Background: an optimization exercise with open tools, aiming at small area, a short achievable clock period and few clock cycles per item. Do not read the settings as production practice.
Where RTL was checked, it was by simulation tests only, not by an equivalence proof against the original.
Power and IR drop assume default switching activity.

Design indexed_insert_remove_list, start of the top module:
module indexed_insert_remove_list #(
	parameter int CAPACITY    = iirl_pkg::CAPACITY_DEF,
	parameter int VALUE_WIDTH = iirl_pkg::VALUE_WIDTH_DEF,
	localparam int CNT_W      = $clog2(CAPACITY + 1)
) (
	input  logic                   clk,
	input  logic                   arst_n,
	input  logic                   req_valid,
	output logic                   req_ready,
	input  logic [1:0]             req_func,
	input  logic [CNT_W-1:0]       req_position,
	input  logic [VALUE_WIDTH-1:0] req_value,
	output logic                   rsp_valid,
	input  logic                   rsp_ready,
	output logic [VALUE_WIDTH-1:0] rsp_element,
	output logic [CNT_W-1:0]       rsp_count,
	output logic [1:0]             rsp_status
);
For scale: roughly 2100 cells after synthesis, ~84 I/O pins, about 29000 um2 of cells after synthesis.
Settings: LEC_CHECK=0, CAP_MARGIN=20, CELL_PAD_IN_SITES_DETAIL_PLACEMENT=1, CELL_PAD_IN_SITES_GLOBAL_PLACEMENT=1, CORE_MARGIN=2, CORE_UTILIZATION=40, CTS_BUF_LIST=sky130_fd_sc_hd__clkbuf_8, SETUP_SLACK_MARGIN=2.0, SLEW_MARGIN=20; clock period 5.0 ns.
run.sh (not shown) runs the stock make flow with config.mk's settings and CLKGATE_MAP_FILE= SYNTH_SCRIPT=/design/flow/synth_recipe.tcl, a recipe that flattens the netlist after the stock synthesis.
Rerun with:
Settings changed: SETUP_SLACK_MARGIN 2.0 to 2.5.
Outcome: Fmax is about the same. Core utilization increases by 0.49 points. Hold slack degrades by 0.18 ns. Via count climbs slightly.
No functional check of the RTL was part of any run of this note.


north:
indexed_insert_remove_list, a different RTL version from the one above (not shown whole).
For scale: ~84 I/O pins, ~0.031 mm2 of cells after synthesis.
export LEC_CHECK = 0
export CAP_MARGIN = 20
export CELL_PAD_IN_SITES_DETAIL_PLACEMENT = 1
export CELL_PAD_IN_SITES_GLOBAL_PLACEMENT = 1
export CORE_MARGIN = 2
export CORE_UTILIZATION = 50
export CTS_BUF_LIST = sky130_fd_sc_hd__clkbuf_8
export SETUP_SLACK_MARGIN = 2.6
export SLEW_MARGIN = 20
create_clock -name core_clock -period 5.0 [get_ports {clk}]
standard.sh (not shown) runs the stock make flow with config.mk's settings and CLKGATE_MAP_FILE= SYNTH_SCRIPT=/design/flow/synth_recipe.tcl, a recipe that flattens the netlist after the stock synthesis.
==> flow/flow/run.sh <==
#!/bin/bash
# The standard layout, with two settings the platform fixes changed:
# the port buffers are plain buffers rather than delay cells, and timing
# repair may resize cells across footprints.
set -euo pipefail
bash standard.sh MATCH_CELL_FOOTPRINT=0 "BUFFER_PORTS_ARGS=-buffer_cell sky130_fd_sc_hd__buf_2" finish > standard.log 2>&1
north completed every stage of the flow, and the final layout passed the timing, DRC and antenna checks.
Testbench counts of north, summed over its fixed seeds: cycles 32,016, items 32,000.
> inputs changed (north -> south)
Settings: setting TNS_END_PERCENT to 5 for the first time; changing SETUP_SLACK_MARGIN from 2.6 to 2.75.
[summary]
Post-route fraction of the period consumed by the critical path down 0.28 points in south wrt north
Diff north -> south | post-layout total power | up by a few percent
south ends up with lower count of clock buffers in the final design than north does.
Looking at non-clock buffer instance count of the final layout, south sits 23 above north.
Power in sequential cells: south vs north — no meaningful difference
south vs north on worst-margin pin slew: south is the higher one.


== before ==
The RTL this note starts from:
==> flow/design.v <==
package iirl_pkg;
	localparam int CAPACITY_DEF    = 16;
	localparam int VALUE_WIDTH_DEF = 32;
	typedef enum logic [1:0] {
		FUNC_READ   = 2'd0,
		FUNC_INSERT = 2'd1,
		FUNC_REMOVE = 2'd2,
		FUNC_FILL   = 2'd3
	} func_t;
	typedef enum logic [1:0] {
		STAT_OK    = 2'd0,
		STAT_RANGE = 2'd1,
		STAT_FULL  = 2'd2
	} status_t;
	typedef struct packed {
		logic load;
		logic exec;
	} iirl_cmd_t;
endpackage
module iirl_ctrl (
	input  logic clk,
	input  logic arst_n,
	input  logic req_valid,
	output logic req_ready,
	output logic rsp_valid,
	input  logic rsp_ready,
	output logic load_q,    
	output logic exec,      
	output logic o_from_x,  
	output logic o_from_k,  
	output logic k_load     
);
	logic q_valid, o_valid, k_valid;
	logic take;
	assign take      = o_valid & rsp_ready;
	assign exec      = q_valid & ~k_valid;
	assign req_ready = ~q_valid | ~k_valid;
	assign rsp_valid = o_valid;
	assign load_q    = req_valid & req_ready;
	assign o_from_k  = k_valid & take;
	assign o_from_x  = exec & (~o_valid | take);
	assign k_load    = exec & o_valid & ~take;
	always_ff @(posedge clk or negedge arst_n) begin
		if (!arst_n) begin
			q_valid <= 1'b0;
			o_valid <= 1'b0;
			k_valid <= 1'b0;
		end else begin
			q_valid <= load_q | (q_valid & ~exec);
			o_valid <= o_from_k | o_from_x | (o_valid & ~take);
			k_valid <= k_load | (k_valid & ~take);
		end
	end
endmodule
module iirl_dpath #(
	parameter int CAPACITY    = iirl_pkg::CAPACITY_DEF,
	parameter int VALUE_WIDTH = iirl_pkg::VALUE_WIDTH_DEF,
	localparam int CNT_W      = $clog2(CAPACITY + 1)
) (
	input  logic                   clk,
	input  logic                   arst_n,
	input  logic                   load_q,
	input  logic                   exec,
	input  logic                   o_from_x,
	input  logic                   o_from_k,
	input  logic                   k_load,
	input  logic [1:0]             in_func,
	input  logic [CNT_W-1:0]       in_position,
	input  logic [VALUE_WIDTH-1:0] in_value,
	output logic [VALUE_WIDTH-1:0] element,
	output logic [CNT_W-1:0]       count,
	output logic [1:0]             status
);
	localparam int IW = $clog2(CAPACITY);
	localparam logic [CNT_W-1:0] CAP_C = CNT_W'(CAPACITY);
	iirl_pkg::func_t        func_q;
	logic [CNT_W-1:0]       pos_q;
	logic [VALUE_WIDTH-1:0] val_q;
	always_ff @(posedge clk) begin
		if (load_q) begin
			func_q <= iirl_pkg::func_t'(in_func);
			pos_q  <= in_position;
			val_q  <= in_value;
		end
	end
	logic [CNT_W-1:0]       used_q, used_d;
	logic [IW-1:0]          ptr_q [CAPACITY];
	logic [VALUE_WIDTH-1:0] word_q [CAPACITY];
	iirl_pkg::status_t status_d;
	logic rd_ok, ins_ok, rem_ok, fill_ok, elem_d;
	always_comb begin
		status_d = iirl_pkg::STAT_OK;
		used_d   = used_q;
		rd_ok    = 1'b0;
		ins_ok   = 1'b0;
		rem_ok   = 1'b0;
		fill_ok  = 1'b0;
		case (func_q)
			iirl_pkg::FUNC_READ: begin
				if (pos_q < used_q) rd_ok = 1'b1;
				else status_d = iirl_pkg::STAT_RANGE;
			end
			iirl_pkg::FUNC_INSERT: begin
				if (pos_q > used_q) begin
					status_d = iirl_pkg::STAT_RANGE;
				end else if (used_q == CAP_C) begin
					status_d = iirl_pkg::STAT_FULL;
				end else begin
					ins_ok = 1'b1;
					used_d = used_q + CNT_W'(1);
				end
			end
			iirl_pkg::FUNC_REMOVE: begin
				if (pos_q < used_q) begin
					rem_ok = 1'b1;
					used_d = used_q - CNT_W'(1);
				end else begin
					status_d = iirl_pkg::STAT_RANGE;
				end
			end
			default: begin
				if (pos_q > CAP_C) begin
					status_d = iirl_pkg::STAT_RANGE;
				end else begin
					fill_ok = 1'b1;
					used_d  = pos_q;
				end
			end
		endcase
	end
	assign elem_d = rd_ok | rem_ok;
	logic [IW-1:0] pos_slot, last_slot;
	assign pos_slot  = ptr_q[pos_q[IW-1:0]];
	assign last_slot = ptr_q[CAPACITY-1];
	always_ff @(posedge clk or negedge arst_n) begin
		if (!arst_n) used_q <= '0;
		else if (exec) used_q <= used_d;
	end
	for (genvar g = 0; g < CAPACITY; g++) begin : g_ptr
		localparam int PREV = (g == 0) ? 0 : g - 1;
		localparam int NEXT = (g == CAPACITY - 1) ? g : g + 1;
		localparam logic [CNT_W-1:0] IDX = CNT_W'(g);
		always_ff @(posedge clk or negedge arst_n) begin
			if (!arst_n) begin
				ptr_q[g] <= IW'(g);
			end else if (exec) begin
				if (ins_ok) begin
					if (IDX == pos_q) ptr_q[g] <= last_slot;
					else if (IDX > pos_q) ptr_q[g] <= ptr_q[PREV];
				end else if (rem_ok) begin
					if (g == CAPACITY - 1) ptr_q[g] <= pos_slot;
					else if (IDX >= pos_q) ptr_q[g] <= ptr_q[NEXT];
				end
			end
		end
	end
	for (genvar g = 0; g < CAPACITY; g++) begin : g_word
		always_ff @(posedge clk) begin
			if (exec && (fill_ok || (ins_ok && last_slot == IW'(g))))
				word_q[g] <= val_q;
		end
	end
	logic [IW-1:0]     k_slot;
	logic              k_elem;
	iirl_pkg::status_t k_status;
	always_ff @(posedge clk) begin
		if (k_load) begin
			k_slot   <= pos_slot;
			k_elem   <= elem_d;
			k_status <= status_d;
		end
	end
	logic [IW-1:0]          rd_slot;
	logic                   rd_elem;
	logic [VALUE_WIDTH-1:0] element_q;
	logic [CNT_W-1:0]       count_q;
	iirl_pkg::status_t      status_q;
	assign rd_slot = o_from_k ? k_slot : pos_slot;
	assign rd_elem = o_from_k ? k_elem : elem_d;
	always_ff @(posedge clk) begin
		if (o_from_k || o_from_x) begin
			element_q <= rd_elem ? word_q[rd_slot] : '0;
			count_q   <= o_from_k ? used_q : used_d;
			status_q  <= o_from_k ? k_status : status_d;
		end
	end
	assign element = element_q;
	assign count   = count_q;
	assign status  = status_q;
endmodule
module indexed_insert_remove_list #(
	parameter int CAPACITY    = iirl_pkg::CAPACITY_DEF,
	parameter int VALUE_WIDTH = iirl_pkg::VALUE_WIDTH_DEF,
	localparam int CNT_W      = $clog2(CAPACITY + 1)
) (
	input  logic                   clk,
	input  logic                   arst_n,
	input  logic                   req_valid,
	output logic                   req_ready,
	input  logic [1:0]             req_func,
	input  logic [CNT_W-1:0]       req_position,
	input  logic [VALUE_WIDTH-1:0] req_value,
	output logic                   rsp_valid,
	input  logic                   rsp_ready,
	output logic [VALUE_WIDTH-1:0] rsp_element,
	output logic [CNT_W-1:0]       rsp_count,
	output logic [1:0]             rsp_status
);
	logic load_q, exec, o_from_x, o_from_k, k_load;
	iirl_ctrl u_ctrl (
		.clk       (clk),
		.arst_n    (arst_n),
		.req_valid (req_valid),
		.req_ready (req_ready),
		.rsp_valid (rsp_valid),
		.rsp_ready (rsp_ready),
		.load_q    (load_q),
		.exec      (exec),
		.o_from_x  (o_from_x),
		.o_from_k  (o_from_k),
		.k_load    (k_load)
	);
	iirl_dpath #(
		.CAPACITY    (CAPACITY),
		.VALUE_WIDTH (VALUE_WIDTH)
	) u_dpath (
		.clk         (clk),
		.arst_n      (arst_n),
		.load_q      (load_q),
		.exec        (exec),
		.o_from_x    (o_from_x),
		.o_from_k    (o_from_k),
		.k_load      (k_load),
		.in_func     (req_func),
		.in_position (req_position),
		.in_value    (req_value),
		.element     (rsp_element),
		.count       (rsp_count),
		.status      (rsp_status)
	);
endmodule
clock: 5.0 ns
lec_check: 0
cap_margin: 20
cell_pad_in_sites_detail_placement: 2
cell_pad_in_sites_global_placement: 2
core_margin: 2
core_utilization: 35
slew_margin: 20
run.sh (not shown) runs the stock make flow with config.mk's settings and CLKGATE_MAP_FILE= SYNTH_SCRIPT=/design/flow/synth_recipe.tcl, a recipe that flattens the netlist after the stock synthesis.
Stock flow here: none of the scripts above is used.
before: all stages complete, timing, DRC and antenna checks passed
Testbench counts of before, summed over its fixed seeds: cycles 32,016, items 32,000.
Inputs modified between before and after:
# before
export LEC_CHECK = 0
export CAP_MARGIN = 20
export CELL_PAD_IN_SITES_DETAIL_PLACEMENT = 2
export CELL_PAD_IN_SITES_GLOBAL_PLACEMENT = 2
export CORE_MARGIN = 2
export CORE_UTILIZATION = 35
export SLEW_MARGIN = 20
create_clock -name core_clock -period 5.0 [get_ports {clk}]
# after
export LEC_CHECK = 0
export CAP_MARGIN = 20
export CELL_PAD_IN_SITES_DETAIL_PLACEMENT = 2
export CELL_PAD_IN_SITES_GLOBAL_PLACEMENT = 2
export CORE_MARGIN = 2
export CORE_UTILIZATION = 50
export SETUP_SLACK_MARGIN = 3.0
export SLEW_MARGIN = 20
create_clock -name core_clock -period 5.0 [get_ports {clk}]
Findings:
after terminated abnormally: clock tree synthesis reported DPL-0033.
Comparing after against before, there is no change at all in number of instances in the synthesized netlist.
Diff before -> after: post-synthesis sequential element count did not really move, number of buffers created by CTS saw a decrease, count of buffers inserted at the top-level ports saw little to no change, minimum setup slack after placement shows a reduction of 650 ps, post-cts gate resize count +184.
As of after, die width had fallen by more than 10% compared to before.

==> re-timing with driven ports <==
The flow's constraints put no driver on any port. The routed layouts listed below were extracted and timed again, unchanged, in two steps.
Step 1, drivers: a clkbuf_16 drives clk and a buf_2 each remaining input, both assumed.
Step 2, shift: input delay + t, output delay - t, t = (earliest + latest rising clock arrival at the registers) / 2. This alone moves slack from input paths to output paths.
a / b / c = no drivers / after step 1 / after step 2; a / b = the first two.
run | t, ns | slack for setup (ns) | worst setup path after step 2
the first run of note 1 | 0.771 | 1.838 / 1.841 / 1.103 | input to register
the second run of note 1 | 0.794 | 1.840 / 1.840 / 1.092 | input to register
north | 0.770 | 2.548 / 2.548 / 1.958 | input to register
south | 0.776 | 2.562 / 2.533 / 2.004 | input to register
before | 0.677 | 0.304 / 0.304 / 0.304 | register to register
After both steps setup and hold are still met in every run listed. The setup slack of the second run of note 1, which loses most, moves by 0.000 ns with the drivers and by -0.748 ns with both steps.
